Context: an optimization exercise on an open-source flow, tuned for small area. The choices shown serve that exercise and are no tape-out recipe.
Only simulation tests tie the RTL to the original design; equivalence was not proved.
Power and IR drop assume default switching activity. The clock port is modelled as an ideal driver; clocking choices that lean on that would not hold on a real chip.

v39:
==> flow/design.v (excerpt) <==
module radar_ctrl_top #(
	parameter int unsigned sync_stages = 2,
	parameter int unsigned time_width = 64
) (
	input  logic                  clk,
	input  logic                  rst,
	input  logic                  sclk,
	input  logic                  cs,
	input  logic                  mosi,
	output logic [time_width-1:0] sys_time,
	output logic                  time_update,
	output logic                  busy,
	output logic                  pulse,
	output logic                  blank,
	output logic [47:0]           freq_word,
	output logic                  frame_error,
	output logic                  cmd_reject
);
==> flow/config.mk <==
export PLATFORM = sky130hd
export DESIGN_NAME = radar_ctrl_top
export DESIGN_NICKNAME = radar_ctrl_top
export VERILOG_FILES = /design/flow/design.v
export SDC_FILE = /design/flow/constraint.sdc
export NUM_CORES = 4
export LEC_CHECK = 0
export CAP_MARGIN = 20
export CORE_MARGIN = 2
export CORE_UTILIZATION = 60
export CTS_CLUSTER_DIAMETER = 100
export CTS_CLUSTER_SIZE = 28
export PLACE_DENSITY = 0.7
export SLEW_MARGIN = 20
==> flow/constraint.sdc <==
create_clock -name core_clock -period 10.0 [get_ports {clk}]
set_input_delay 2.0000 -clock core_clock [delete_from_list [all_inputs] [get_ports {clk}]]
set_output_delay 2.0000 -clock core_clock [all_outputs]
set_load 0.01 [all_outputs]
standard.sh (not shown) runs the stock make flow with config.mk's settings and CLKGATE_MAP_FILE= SYNTH_SCRIPT=/design/flow/synth_recipe.tcl, a recipe that flattens the netlist after the stock synthesis.
==> flow/flow/run.sh <==
#!/bin/bash
# Standard ORFS layout, with CTS told not to add dummy loads.
set -euo pipefail
export CTS_ARGS="-sink_clustering_enable -repair_clock_nets -dont_use_dummy_load -sink_clustering_size 32 -sink_clustering_max_diameter 100"
export BUFFER_PORTS_ARGS="-buffer_cell sky130_fd_sc_hd__buf_1"
bash standard.sh > standard_flow.log 2>&1
Changes in v25 relative to v39:
-- flow/flow/run.sh --
<<< v39, line 4
export CTS_ARGS="-sink_clustering_enable -repair_clock_nets -dont_use_dummy_load -sink_clustering_size 32 -sink_clustering_max_diameter 100"
>>> v25, line 4
export CTS_ARGS="-sink_clustering_enable -repair_clock_nets -dont_use_dummy_load -sink_clustering_size 16 -sink_clustering_max_diameter 80 -buf_list sky130_fd_sc_hd__clkbuf_8"
Findings:
- For final cell area excluding filler cells, v39 and v25 come out practically identical.
- In the tables for v39 and v25, amount of wire on met3 after detailed routing reads lower with v39.
- In terms of total power consumption of the routed design, v39 and v25 differ only marginally.
- For share of final layout cell area taken by clock buffers and inverters, v39 and v25 come out practically identical.
Inputs modified between v25 and v43:
-- flow/flow/run.sh --
<<< v25, line 4
export CTS_ARGS="-sink_clustering_enable -repair_clock_nets -dont_use_dummy_load -sink_clustering_size 16 -sink_clustering_max_diameter 80 -buf_list sky130_fd_sc_hd__clkbuf_8"
>>> v43, line 4
export CTS_ARGS="-sink_clustering_enable -repair_clock_nets -dont_use_dummy_load -sink_clustering_size 28 -sink_clustering_max_diameter 100"
## What came out
v43 ends up with lower all-layer global routing usage than v25 does.
Clock power on v43 is behind v25.
Looking at total inserted antenna cells, v43 sits 2 lower than v25 does.
Any difference in fraction of area in multi-input gates between v25 and v43 is small enough to ignore.
Diff v25 -> v43: part of the power in registers fell by 0.7 points, sequential share of layout area did not really move, number of port buffers roughly the same, wire length of the first global-routing pass saw a decrease.
Summary — power consumption, v43 relative to v25: higher, by about 1%.
v43: post-route fraction of the period consumed by the critical path higher than v25
The setup slack of v43 is smaller than that of v25.

---

Setup of oak:
Another version of the RTL of radar_ctrl_top (not shown whole).
For scale: roughly 1300 flip-flops, roughly 120 I/O pins.
clock: 10.0 ns
lec_check: 0
cap_margin: 20
core_margin: 2
core_utilization: 60
cts_cluster_diameter: 100
cts_cluster_size: 28
place_density: 0.7
slew_margin: 20
run.sh (not shown) runs the stock make flow with config.mk's settings and CLKGATE_MAP_FILE= SYNTH_SCRIPT=/design/flow/synth_recipe.tcl, a recipe that flattens the netlist after the stock synthesis.
Stock flow here: none of the scripts above is used.
Having completed the whole flow, oak delivered a layout that passed the timing, DRC and antenna checks.
For pine, these inputs were changed with respect to oak:
- a change of CORE_UTILIZATION from 60 to 40
- a deleted PLACE_DENSITY that had been 0.7
## What came out
[compare] base=oak new=pine: area of all placed cells without fillers shows an increase of 1.7%; met2 global-route usage shows a reduction of 13 points. Sequential share of layout area down 1.1 points in pine wrt oak. Diff oak -> pine | buffer count excluding the clock tree in the final layout | increase of 7. Between oak and pine, final worst hold slack is higher for oak, pine comes in under that. Taking oak as the reference, in pine clock tree buffer depth did not really move; antenna diode count rose 3; die area went up by 43000 µm².
> inputs changed (pine -> birch)
- clearing CTS_CLUSTER_DIAMETER, which used to be 100
- clearing CTS_CLUSTER_SIZE, which used to be 28
## What came out
met3 usage, pine and birch, higher one = birch. As far as first-pass iteration count of the detailed router goes, birch and pine are indistinguishable; the numbers are identical. Final design utilization: birch vs pine up 2.2 points. When birch is measured against pine, its actual transition at the worst max-transition pin turns out 0.013 ns lower. Clock latency on the worst-skew pair for birch: 0.04 ns up relative to pine. Per the comparison of birch with pine, worst hold margin shows an increase of 0.012 ns; power in sequential cells shows no meaningful change; final wirelength shows an increase of 1.9%; final setup TNS shows no meaningful change.
The inputs of maple differ from those of birch as listed below.
- swapping 40 for 60 in CORE_UTILIZATION
- putting CTS_CLUSTER_SIZE at 28 where nothing was set
- putting CTS_CLUSTER_DIAMETER at 100 where nothing was set
- putting PLACE_DENSITY at 0.7 where nothing was set
==> flow/flow/run.sh (new file) <==
#!/bin/bash
# Standard ORFS layout, with CTS told not to add dummy loads.
set -euo pipefail
export CTS_ARGS="-sink_clustering_enable -repair_clock_nets -dont_use_dummy_load -sink_clustering_size 28 -sink_clustering_max_diameter 100"
export BUFFER_PORTS_ARGS="-buffer_cell sky130_fd_sc_hd__buf_1"
bash standard.sh > standard_flow.log 2>&1
==> flow/standard.sh (new file) <==
#!/bin/bash
# synth_recipe.tcl (not shown) runs the flow's synth.tcl, then flattens the netlist and writes it again
# the make line also repeats each setting of config.mk as NAME=value (left out here)
make -C /OpenROAD-flow-scripts/flow DESIGN_CONFIG=/design/flow/config.mk WORK_HOME=/design/flow/orfs CLKGATE_MAP_FILE= SYNTH_SCRIPT=/design/flow/synth_recipe.tcl "${@:-finish}"
removed: flow/run.sh
Findings:
Post-route fraction of the period consumed by the critical path in maple is 1.2 points higher than in birch
What birch reported for final-layout fill cell count has to be multiplied by 0.55 to get the figure for maple.
NOTE: maximum cell stage delay along the critical path in maple exceeds that of birch
The total power in maple sits 22% below the value recorded for birch.

[what the ideal ports hide]
How much do the figures lean on ideal ports? The routed layouts below were timed once more, with nothing changed but the port constraints. Step 1: set_driving_cell puts a clkbuf_16 on clk and a buf_2 on each other input, an assumption about the parent block. Step 2 adds t to the input delays and takes it off the output delays; t is the mean of the earliest and latest rising clock arrival at the registers after step 1. Input paths then give back, and output paths get back, about the clock's delay inside the block. a / b / c = ideal / step 1 / step 2; a / b = the first two.
| run | shift t [ns] | slack for setup (ns) | clock arrival spread, ns | worst data-port slew with drivers (ns) |
|---|---|---|---|---|
| v39 | 0.675 | 2.658 / 2.658 / 2.658 | 0.066 / 0.066 | 0.06 |
| v25 | 0.761 | 2.708 / 2.708 / 2.708 | 0.031 / 0.030 | 0.06 |
| v43 | 0.674 | 2.674 / 2.674 / 2.674 | 0.073 / 0.073 | 0.06 |
| oak | 0.703 | 2.394 / 2.394 / 2.394 | 0.050 / 0.050 | 0.06 |
| pine | 0.759 | 2.395 / 2.395 / 2.395 | 0.059 / 0.058 | 0.11 |
| birch | 0.807 | 2.404 / 2.404 / 2.404 | 0.031 / 0.031 | 0.10 |
| maple | 0.695 | 2.281 / 2.281 / 2.281 | 0.058 / 0.058 | 0.05 |
After both steps every run listed still meets setup and hold.
